Source: an optimization exercise on an open RTL-to-GDS flow (aim: small area). Production flows keep margins and buffers that such runs may drop.
At most, simulation tests tie the RTL to the original design; equivalence was not proved.
Power is estimated from default activity; no workload was simulated.

==> job 3725: inputs <==
==> flow/design.v <==
package Instruction_pkg;
   typedef enum logic [4:0] {
      X0,  X1,  X2,  X3,  X4,  X5,  X6,  X7,
      X8,  X9,  X10, X11, X12, X13, X14, X15,
      X16, X17, X18, X19, X20, X21, X22, X23,
      X24, X25, X26, X27, X28, X29, X30, X31
   } i_register_e;
endpackage
package Modules_pkg;
   typedef logic [31:0] data_bus_t;
   localparam int DATA_W     = 32;
   localparam int NUM_REGS   = 32;
   localparam int REG_ADDR_W = 5;
endpackage
module mgt01_rf_oai22 (
   input  logic a1, a2, b1, b2,
   output logic y
);
   assign y = ~((a1 | a2) & (b1 | b2));
endmodule
module mgt01_rf_or4 (
   input  logic a, b, c, d,
   output logic y
);
   assign y = a | b | c | d;
endmodule
module mgt01_rf_xnor2 (
   input  logic a, b,
   output logic y
);
   assign y = ~(a ^ b);
endmodule
module mgt01_regfile_read_port
#(
   parameter int DATA_W   = 32,
   parameter int NUM_REGS = 32
) (
   input  logic                       rst_i,
   input  logic                       we_i,
   input  logic                       phase_i,
   input  logic [4:0]                 raddr_i,
   input  logic [4:0]                 waddr_i,
   input  logic [DATA_W-1:0]          wbus_i,
   input  logic [NUM_REGS*DATA_W-1:0] regs_flat_i,
   output logic [DATA_W-1:0]          rdata_o
);
   logic                fwd_hit;
   logic                flip;
   logic [NUM_REGS-1:0] desel;
   assign fwd_hit = we_i && !rst_i && (waddr_i == raddr_i) && (raddr_i != 5'd0);
   assign flip    = phase_i || (raddr_i == 5'd0);
   always_comb begin
      desel[0] = !fwd_hit;
      for (int i = 1; i < NUM_REGS; i++) desel[i] = fwd_hit || (raddr_i != 5'(i));
   end
   for (genvar b = 0; b < DATA_W; b++) begin : g_bit
      logic [NUM_REGS-1:0]   val;
      logic [NUM_REGS/2-1:0] pair_n;
      logic [NUM_REGS/8-1:0] quad_n;
      logic                  all_n;
      assign val[0] = wbus_i[b];
      for (genvar i = 1; i < NUM_REGS; i++) begin : g_val
         assign val[i] = regs_flat_i[i*DATA_W + b];
      end
      for (genvar p = 0; p < NUM_REGS/2; p++) begin : g_pair
         mgt01_rf_oai22 u_oai (
            .a1 (val[2*p]),   .a2 (desel[2*p]),
            .b1 (val[2*p+1]), .b2 (desel[2*p+1]),
            .y  (pair_n[p])
         );
      end
      for (genvar q = 0; q < NUM_REGS/8; q++) begin : g_quad
         mgt01_rf_or4 u_or (
            .a (pair_n[4*q]),   .b (pair_n[4*q+1]),
            .c (pair_n[4*q+2]), .d (pair_n[4*q+3]),
            .y (quad_n[q])
         );
      end
      mgt01_rf_or4 u_or_all (
         .a (quad_n[0]), .b (quad_n[1]), .c (quad_n[2]), .d (quad_n[3]),
         .y (all_n)
      );
      mgt01_rf_xnor2 u_xnor (
         .a (all_n), .b (flip),
         .y (rdata_o[b])
      );
   end
endmodule
module mgt01_int_regfile
#(
   parameter int DATA_W      = Modules_pkg::DATA_W,
   parameter int NUM_REGS    = Modules_pkg::NUM_REGS
) (
   input  logic              clk_i,
   input  logic              rst_i,
   input  logic              we_i,
   input  logic [4:0]        r1_iaddr_i,
   input  logic [4:0]        r2_iaddr_i,
   input  logic [4:0]        w_iaddr_i,
   input  logic [DATA_W-1:0] wr_idata_i,
   output logic [DATA_W-1:0] r1_idata_o,
   output logic [DATA_W-1:0] r2_idata_o
);
   logic [NUM_REGS-1:1][DATA_W-1:0] regs;
   logic [NUM_REGS-1:1][DATA_W-1:0] regs_d;
   logic [NUM_REGS*DATA_W-1:0]      regs_flat;
   logic [NUM_REGS-1:1]             wen;
   logic [NUM_REGS-1:1]             hold;
   logic [DATA_W-1:0]               wbus;
   logic                            phase;
   always_ff @(posedge clk_i) begin
      if (rst_i) phase <= 1'b0;
      else       phase <= !phase;
   end
   assign wbus = rst_i ? {DATA_W{1'b1}} : (wr_idata_i ^ {DATA_W{phase}});
   always_comb begin
      for (int i = 1; i < NUM_REGS; i++) begin
         wen[i]  = rst_i || (we_i && (w_iaddr_i == 5'(i)));
         hold[i] = !wen[i];
      end
   end
   for (genvar i = 1; i < NUM_REGS; i++) begin : g_reg
      for (genvar b = 0; b < DATA_W; b++) begin : g_bit
         mgt01_rf_oai22 u_oai (
            .a1 (regs[i][b]), .a2 (wen[i]),
            .b1 (wbus[b]),    .b2 (hold[i]),
            .y  (regs_d[i][b])
         );
      end
   end
   always_ff @(posedge clk_i) begin
      regs <= regs_d;
   end
   always_comb begin
      regs_flat = '0;
      for (int i = 1; i < NUM_REGS; i++) begin
         regs_flat[i*DATA_W +: DATA_W] = regs[i];
      end
   end
   mgt01_regfile_read_port #(
      .DATA_W   (DATA_W),
      .NUM_REGS (NUM_REGS)
   ) u_rd1 (
      .rst_i       (rst_i),
      .we_i        (we_i),
      .phase_i     (phase),
      .raddr_i     (r1_iaddr_i),
      .waddr_i     (w_iaddr_i),
      .wbus_i      (wbus),
      .regs_flat_i (regs_flat),
      .rdata_o     (r1_idata_o)
   );
   mgt01_regfile_read_port #(
      .DATA_W   (DATA_W),
      .NUM_REGS (NUM_REGS)
   ) u_rd2 (
      .rst_i       (rst_i),
      .we_i        (we_i),
      .phase_i     (phase),
      .raddr_i     (r2_iaddr_i),
      .waddr_i     (w_iaddr_i),
      .wbus_i      (wbus),
      .regs_flat_i (regs_flat),
      .rdata_o     (r2_idata_o)
   );
endmodule
==> flow/run.sh <==
#!/bin/bash
# synth_recipe.tcl (not shown) runs the flow's synth.tcl, then flattens the netlist and writes it again
# the make line also repeats each setting of config.mk as NAME=value (left out here)
make -C /OpenROAD-flow-scripts/flow DESIGN_CONFIG=/design/flow/config.mk WORK_HOME=/design/flow/orfs CLKGATE_MAP_FILE= SYNTH_SCRIPT=/design/flow/synth_recipe.tcl finish
==> flow/config.mk <==
export PLATFORM = sky130hd
export DESIGN_NAME = mgt01_int_regfile
export DESIGN_NICKNAME = mgt01_int_regfile
export VERILOG_FILES = /design/flow/design.v
export SDC_FILE = /design/flow/constraint.sdc
export NUM_CORES = 4
export LEC_CHECK = 0
export CAP_MARGIN = 20
export CORE_MARGIN = 2
export CORE_UTILIZATION = 50
export SETUP_SLACK_MARGIN = 0.2
export SLEW_MARGIN = 20
export SYNTH_HIERARCHICAL = 1
==> flow/constraint.sdc <==
create_clock -name core_clock -period 6.0 [get_ports {clk_i}]
set_input_delay 1.2000 -clock core_clock [delete_from_list [all_inputs] [get_ports {clk_i}]]
set_output_delay 1.2000 -clock core_clock [all_outputs]
set_load 0.01 [all_outputs]
==> inputs of job 2516, as changes to job 3725 <==
--- a/flow/design.v
+++ b/flow/design.v
@@ -20,3 +20,9 @@
 endmodule
-module mgt01_rf_or4 (
+module mgt01_rf_nor2 (
+   input  logic a, b,
+   output logic y
+);
+   assign y = ~(a | b);
+endmodule
+module mgt01_rf_nand4 (
    input  logic a, b, c, d,
@@ -24,9 +30,27 @@
 );
-   assign y = a | b | c | d;
-endmodule
-module mgt01_rf_xnor2 (
-   input  logic a, b,
-   output logic y
-);
-   assign y = ~(a ^ b);
+   assign y = ~(a & b & c & d);
+endmodule
+module mgt01_rf_xor2 (
+   input  logic a, b,
+   output logic y
+);
+   assign y = a ^ b;
+endmodule
+module mgt01_rf_nand2 (
+   input  logic a, b,
+   output logic y
+);
+   assign y = ~(a & b);
+endmodule
+module mgt01_rf_nand3 (
+   input  logic a, b, c,
+   output logic y
+);
+   assign y = ~(a & b & c);
+endmodule
+module mgt01_rf_and2 (
+   input  logic a, b,
+   output logic y
+);
+   assign y = a & b;
 endmodule
@@ -42,2 +66,3 @@
    input  logic [4:0]                 waddr_i,
+   input  logic [NUM_REGS-1:1]        wsel_n_i,
    input  logic [DATA_W-1:0]          wbus_i,
@@ -48,3 +73,5 @@
    logic                flip;
-   logic [NUM_REGS-1:0] desel;
+   logic [3:0]          lo_dec;
+   logic [7:0]          hi_dec;
+   logic [NUM_REGS-1:0] desel [2];
    assign fwd_hit = we_i && !rst_i && (waddr_i == raddr_i) && (raddr_i != 5'd0);
@@ -52,10 +79,20 @@
    always_comb begin
-      desel[0] = !fwd_hit;
-      for (int i = 1; i < NUM_REGS; i++) desel[i] = fwd_hit || (raddr_i != 5'(i));
+      for (int i = 0; i < 4; i++) lo_dec[i] = (raddr_i[1:0] == 2'(i));
+      for (int i = 0; i < 8; i++) hi_dec[i] = (raddr_i[4:2] == 3'(i));
+   end
+   for (genvar h = 0; h < 2; h++) begin : g_half
+      assign desel[h][0] = !fwd_hit;
+      for (genvar i = 1; i < NUM_REGS; i++) begin : g_desel
+         mgt01_rf_nand3 u_desel (
+            .a (lo_dec[i%4]), .b (hi_dec[i/4]), .c (wsel_n_i[i]),
+            .y (desel[h][i])
+         );
+      end
    end
    for (genvar b = 0; b < DATA_W; b++) begin : g_bit
-      logic [NUM_REGS-1:0]   val;
-      logic [NUM_REGS/2-1:0] pair_n;
-      logic [NUM_REGS/8-1:0] quad_n;
-      logic                  all_n;
+      logic [NUM_REGS-1:0]    val;
+      logic [NUM_REGS/2-1:0]  pair_n;
+      logic [NUM_REGS/4-1:0]  quad;
+      logic [NUM_REGS/16-1:0] half_n;
+      logic                   all;
       assign val[0] = wbus_i[b];
@@ -66,4 +103,4 @@
          mgt01_rf_oai22 u_oai (
-            .a1 (val[2*p]),   .a2 (desel[2*p]),
-            .b1 (val[2*p+1]), .b2 (desel[2*p+1]),
+            .a1 (val[2*p]),   .a2 (desel[b/16][2*p]),
+            .b1 (val[2*p+1]), .b2 (desel[b/16][2*p+1]),
             .y  (pair_n[p])
@@ -71,15 +108,21 @@
       end
-      for (genvar q = 0; q < NUM_REGS/8; q++) begin : g_quad
-         mgt01_rf_or4 u_or (
-            .a (pair_n[4*q]),   .b (pair_n[4*q+1]),
-            .c (pair_n[4*q+2]), .d (pair_n[4*q+3]),
-            .y (quad_n[q])
-         );
-      end
-      mgt01_rf_or4 u_or_all (
-         .a (quad_n[0]), .b (quad_n[1]), .c (quad_n[2]), .d (quad_n[3]),
-         .y (all_n)
+      for (genvar q = 0; q < NUM_REGS/4; q++) begin : g_quad
+         mgt01_rf_nor2 u_nor (
+            .a (pair_n[2*q]), .b (pair_n[2*q+1]),
+            .y (quad[q])
+         );
+      end
+      for (genvar h = 0; h < NUM_REGS/16; h++) begin : g_half
+         mgt01_rf_nand4 u_nand (
+            .a (quad[4*h]),   .b (quad[4*h+1]),
+            .c (quad[4*h+2]), .d (quad[4*h+3]),
+            .y (half_n[h])
+         );
+      end
+      mgt01_rf_nor2 u_nor_all (
+         .a (half_n[0]), .b (half_n[1]),
+         .y (all)
       );
-      mgt01_rf_xnor2 u_xnor (
-         .a (all_n), .b (flip),
+      mgt01_rf_xor2 u_xor (
+         .a (all), .b (flip),
          .y (rdata_o[b])
@@ -106,4 +149,8 @@
    logic [NUM_REGS*DATA_W-1:0]      regs_flat;
+   logic [NUM_REGS-1:1]             wsel_n;
    logic [NUM_REGS-1:1]             wen;
    logic [NUM_REGS-1:1]             hold;
+   logic [3:0]                      wlo_dec;
+   logic [7:0]                      whi_dec;
+   logic                            rst_n;
    logic [DATA_W-1:0]               wbus;
@@ -115,7 +162,11 @@
    assign wbus = rst_i ? {DATA_W{1'b1}} : (wr_idata_i ^ {DATA_W{phase}});
+   assign rst_n = !rst_i;
    always_comb begin
-      for (int i = 1; i < NUM_REGS; i++) begin
-         wen[i]  = rst_i || (we_i && (w_iaddr_i == 5'(i)));
-         hold[i] = !wen[i];
-      end
+      for (int i = 0; i < 4; i++) wlo_dec[i] = we_i && rst_n && (w_iaddr_i[1:0] == 2'(i));
+      for (int i = 0; i < 8; i++) whi_dec[i] = (w_iaddr_i[4:2] == 3'(i));
+   end
+   for (genvar i = 1; i < NUM_REGS; i++) begin : g_wdec
+      mgt01_rf_nand2 u_wsel (.a (wlo_dec[i%4]), .b (whi_dec[i/4]), .y (wsel_n[i]));
+      mgt01_rf_nand2 u_wen  (.a (rst_n),        .b (wsel_n[i]),    .y (wen[i]));
+      mgt01_rf_and2  u_hold (.a (rst_n),        .b (wsel_n[i]),    .y (hold[i]));
    end
@@ -148,2 +199,3 @@
       .waddr_i     (w_iaddr_i),
+      .wsel_n_i    (wsel_n),
       .wbus_i      (wbus),
@@ -161,2 +213,3 @@
       .waddr_i     (w_iaddr_i),
+      .wsel_n_i    (wsel_n),
       .wbus_i      (wbus),
==> flow/flow/run.sh (new file) <==
#!/bin/bash
# The standard ORFS flow (the standard.sh), with these changes to how the
# layout is made:
#  - synthesis is run first, unchanged;
#  - after synthesis, the largest buffers (buf_6 and up) are added to the
#    don't-use list, so repair_design drives the wide select nets with
#    several small buffers instead of a few very large ones;
#  - ports are buffered with buf_2 instead of the delay cell buffer_ports picks
#    by default;
#  - clock tree: clkbuf_16 only, larger sink clusters, no dummy loads.
# ORFS writes each step's log under orfs/logs; make's output goes to
# flow_synth.log and flow_make.log here.
set -euo pipefail
PLATFORM_DONT_USE=$(sed -n '/DONT_USE_CELLS += /,/^#/p' "$FLOW_HOME/platforms/sky130hd/config.mk" \
  | grep -o 'sky130_fd_sc_hd__[a-z0-9_]*' | tr '\n' ' ')
bash standard.sh synth > flow_synth.log 2>&1
bash standard.sh \
  "DONT_USE_CELLS=$PLATFORM_DONT_USE sky130_fd_sc_hd__buf_6 sky130_fd_sc_hd__buf_8 sky130_fd_sc_hd__buf_12 sky130_fd_sc_hd__buf_16 sky130_fd_sc_hd__bufbuf_8 sky130_fd_sc_hd__bufbuf_16" \
  "BUFFER_PORTS_ARGS=-buffer_cell sky130_fd_sc_hd__buf_2" \
  "CTS_ARGS=-sink_clustering_enable -repair_clock_nets -dont_use_dummy_load -buf_list sky130_fd_sc_hd__clkbuf_16 -sink_clustering_size 30 -sink_clustering_max_diameter 80" \
  finish > flow_make.log 2>&1
==> flow/standard.sh (new file) <==
#!/bin/bash
# synth_recipe.tcl (not shown) runs the flow's synth.tcl, then flattens the netlist and writes it again
# the make line also repeats each setting of config.mk as NAME=value (left out here)
make -C /OpenROAD-flow-scripts/flow DESIGN_CONFIG=/design/flow/config.mk WORK_HOME=/design/flow/orfs CLKGATE_MAP_FILE= SYNTH_SCRIPT=/design/flow/synth_recipe.tcl "${@:-finish}"
- CORE_UTILIZATION: 50 -> 65
- SETUP_SLACK_MARGIN: 0.2 -> 0.45
removed: flow/run.sh
==> inputs of job 9950, as changes to job 3725 <==
==> flow/design.v (replaced) <==
package Instruction_pkg;
   typedef enum logic [4:0] {
      X0,  X1,  X2,  X3,  X4,  X5,  X6,  X7,
      X8,  X9,  X10, X11, X12, X13, X14, X15,
      X16, X17, X18, X19, X20, X21, X22, X23,
      X24, X25, X26, X27, X28, X29, X30, X31
   } i_register_e;
endpackage
package Modules_pkg;
   typedef logic [31:0] data_bus_t;
   localparam int DATA_W     = 32;
   localparam int NUM_REGS   = 32;
   localparam int REG_ADDR_W = 5;
endpackage
module mgt01_regfile_read_port
#(
   parameter int DATA_W      = 32,
   parameter int NUM_REGS    = 32,
   parameter int WRITE_FIRST = 1
) (
   input  logic                       rst_i,
   input  logic                       we_i,
   input  logic [4:0]                 raddr_i,
   input  logic [4:0]                 waddr_i,
   input  logic [DATA_W-1:0]          wdata_i,
   input  logic [NUM_REGS*DATA_W-1:0] regs_flat_i,
   output logic [DATA_W-1:0]          rdata_o
);
   logic fwd_hit;
   assign fwd_hit = (WRITE_FIRST != 0) && we_i && !rst_i &&
                    (waddr_i == raddr_i) && (raddr_i != Instruction_pkg::X0);
   always_comb begin
      rdata_o = regs_flat_i[int'(raddr_i)*DATA_W +: DATA_W];
      if (raddr_i == Instruction_pkg::X0) begin
         rdata_o = '0;
      end else if (fwd_hit) begin
         rdata_o = wdata_i;
      end
   end
endmodule
module mgt01_int_regfile
#(
   parameter int DATA_W      = Modules_pkg::DATA_W,
   parameter int NUM_REGS    = Modules_pkg::NUM_REGS,
   parameter int WRITE_FIRST = 1
) (
   input  logic              clk_i,
   input  logic              rst_i,
   input  logic              we_i,
   input  logic [4:0]        r1_iaddr_i,
   input  logic [4:0]        r2_iaddr_i,
   input  logic [4:0]        w_iaddr_i,
   input  logic [DATA_W-1:0] wr_idata_i,
   output logic [DATA_W-1:0] r1_idata_o,
   output logic [DATA_W-1:0] r2_idata_o
);
   logic [NUM_REGS-1:1][DATA_W-1:0] regs;
   logic [NUM_REGS*DATA_W-1:0] regs_flat;
   always_ff @(posedge clk_i) begin
      if (rst_i) begin
         for (int i = 1; i < NUM_REGS; i++) begin
            regs[i] <= '0;
         end
      end else if (we_i && (w_iaddr_i != Instruction_pkg::X0)) begin
         for (int i = 1; i < NUM_REGS; i++) begin
            if (w_iaddr_i == 5'(i)) regs[i] <= wr_idata_i;
         end
      end
   end
   always_comb begin
      regs_flat = '0;
      for (int i = 1; i < NUM_REGS; i++) begin
         regs_flat[i*DATA_W +: DATA_W] = regs[i];
      end
   end
   mgt01_regfile_read_port #(
      .DATA_W      (DATA_W),
      .NUM_REGS    (NUM_REGS),
      .WRITE_FIRST (WRITE_FIRST)
   ) u_rd1 (
      .rst_i       (rst_i),
      .we_i        (we_i),
      .raddr_i     (r1_iaddr_i),
      .waddr_i     (w_iaddr_i),
      .wdata_i     (wr_idata_i),
      .regs_flat_i (regs_flat),
      .rdata_o     (r1_idata_o)
   );
   mgt01_regfile_read_port #(
      .DATA_W      (DATA_W),
      .NUM_REGS    (NUM_REGS),
      .WRITE_FIRST (WRITE_FIRST)
   ) u_rd2 (
      .rst_i       (rst_i),
      .we_i        (we_i),
      .raddr_i     (r2_iaddr_i),
      .waddr_i     (w_iaddr_i),
      .wdata_i     (wr_idata_i),
      .regs_flat_i (regs_flat),
      .rdata_o     (r2_idata_o)
   );
endmodule
- CORE_UTILIZATION: 50 -> 35
- SYNTH_HIERARCHICAL: 1 -> default
==> results.py <==
metrics = {
    "power": {
        "ir_drop_uv": 272,
    },
    "finish": {
        "n_all_buffers": 748,
        "layout.nonclk_buf_share_pct": 15.5,
    },
    "detailed_routing": {
        "wirelength_mm": 206,
    },
    "setup_path": {
        "r2r_end": "regs[686]",
        "reg2reg_depth": 5,
    },
    "global_route": {
        "globalRouteMet2Util_pct": 71.1,
    },
    "outcome": {
        "status": "finished clean",
    },
}
# the run above: job 3725

==> results.py <==
metrics = {
    "outcome": {
        "status": "finished clean",
    },
    "setup_path": {
        "slowest_delay_ns": 0.75,
        "reg2reg_depth": 2,
        "cp-end-kind": "output pin",
    },
    "sta": {
        "whs_ns": 0.463,
    },
    "die": {
        "start_util_pct": 35.3,
    },
    "detailed_routing": {
        "wirelength_mm": 218,
        "drc_errors": 0,
    },
    "logic_synthesis": {
        "synth_xor_area_share_pct": 0.167,
        "yosys.area.top_type": "dfxtp_1",
    },
    "finish": {
        "multi_input_area_share_pct": 50.0,
        "layout.nonclk_buf_share_pct": 5.82,
        "n_all_buffers": 358,
    },
    "global_route": {
        "globalRouteMet2Util_pct": 41.4,
    },
    "power": {
        "ir_drop_uv": 251,
    },
}
# the run above: job 9950

==> results.py <==
metrics = {
    "setup_path": {
        "cp.required_ns": 4.80,
        "r2r_end": "regs[197]",
        "reg2reg_depth": 6,
    },
    "outcome": {
        "status": "finished clean",
    },
    "power": {
        "ir_drop_uv": 356,
        "p_leak_nw": 15.1,
        "pg_seq_mw": 8.09,
    },
    "detailed_routing": {
        "wirelength_mm": 146,
    },
    "finish": {
        "n_all_buffers": 326,
        "layout.nonclk_buf_share_pct": 3.70,
    },
    "cts": {
        "htreeDepth": 2,
    },
    "global_route": {
        "globalRouteMet2Util_pct": 68.1,
    },
}
# the run above: job 2516

For job 9950, only the layout was checked, not whether the RTL still works.

## static timing again, ports no longer ideal
The flow's constraints put no driver on any port. The routed layouts listed below were extracted and timed again, unchanged, in two steps.
Step 1 assumes that a clkbuf_16 drives the clock port and a buf_2 every other input.
Step 2, shift: input delay + t, output delay - t, t = (earliest + latest rising clock arrival at the registers) / 2. This alone moves slack from input paths to output paths.
Three values: no drivers, after step 1, after step 2; two values: the first two.
run | t (ns) | setup WS [ns] | worst hold slack (ns) | latest minus earliest clock arrival (ns) | worst data-port slew with drivers (ns)
job 3725 | 0.734 | 0.209 / 0.182 / 0.182 | 0.468 / 0.468 / 0.468 | 0.032 / 0.033 | 0.06
job 2516 | 0.685 | 0.227 / 0.205 / 0.205 | 0.473 / 0.473 / 0.473 | 0.051 / 0.052 | 0.04
job 9950 | 0.808 | 0.203 / 0.026 / 0.026 | 0.463 / 0.463 / 0.463 | 0.023 / 0.022 | 0.22
After both steps setup and hold are still met in every run listed. The setup slack of job 9950, which loses most, moves by -0.177 ns with the drivers and by -0.177 ns with both steps.
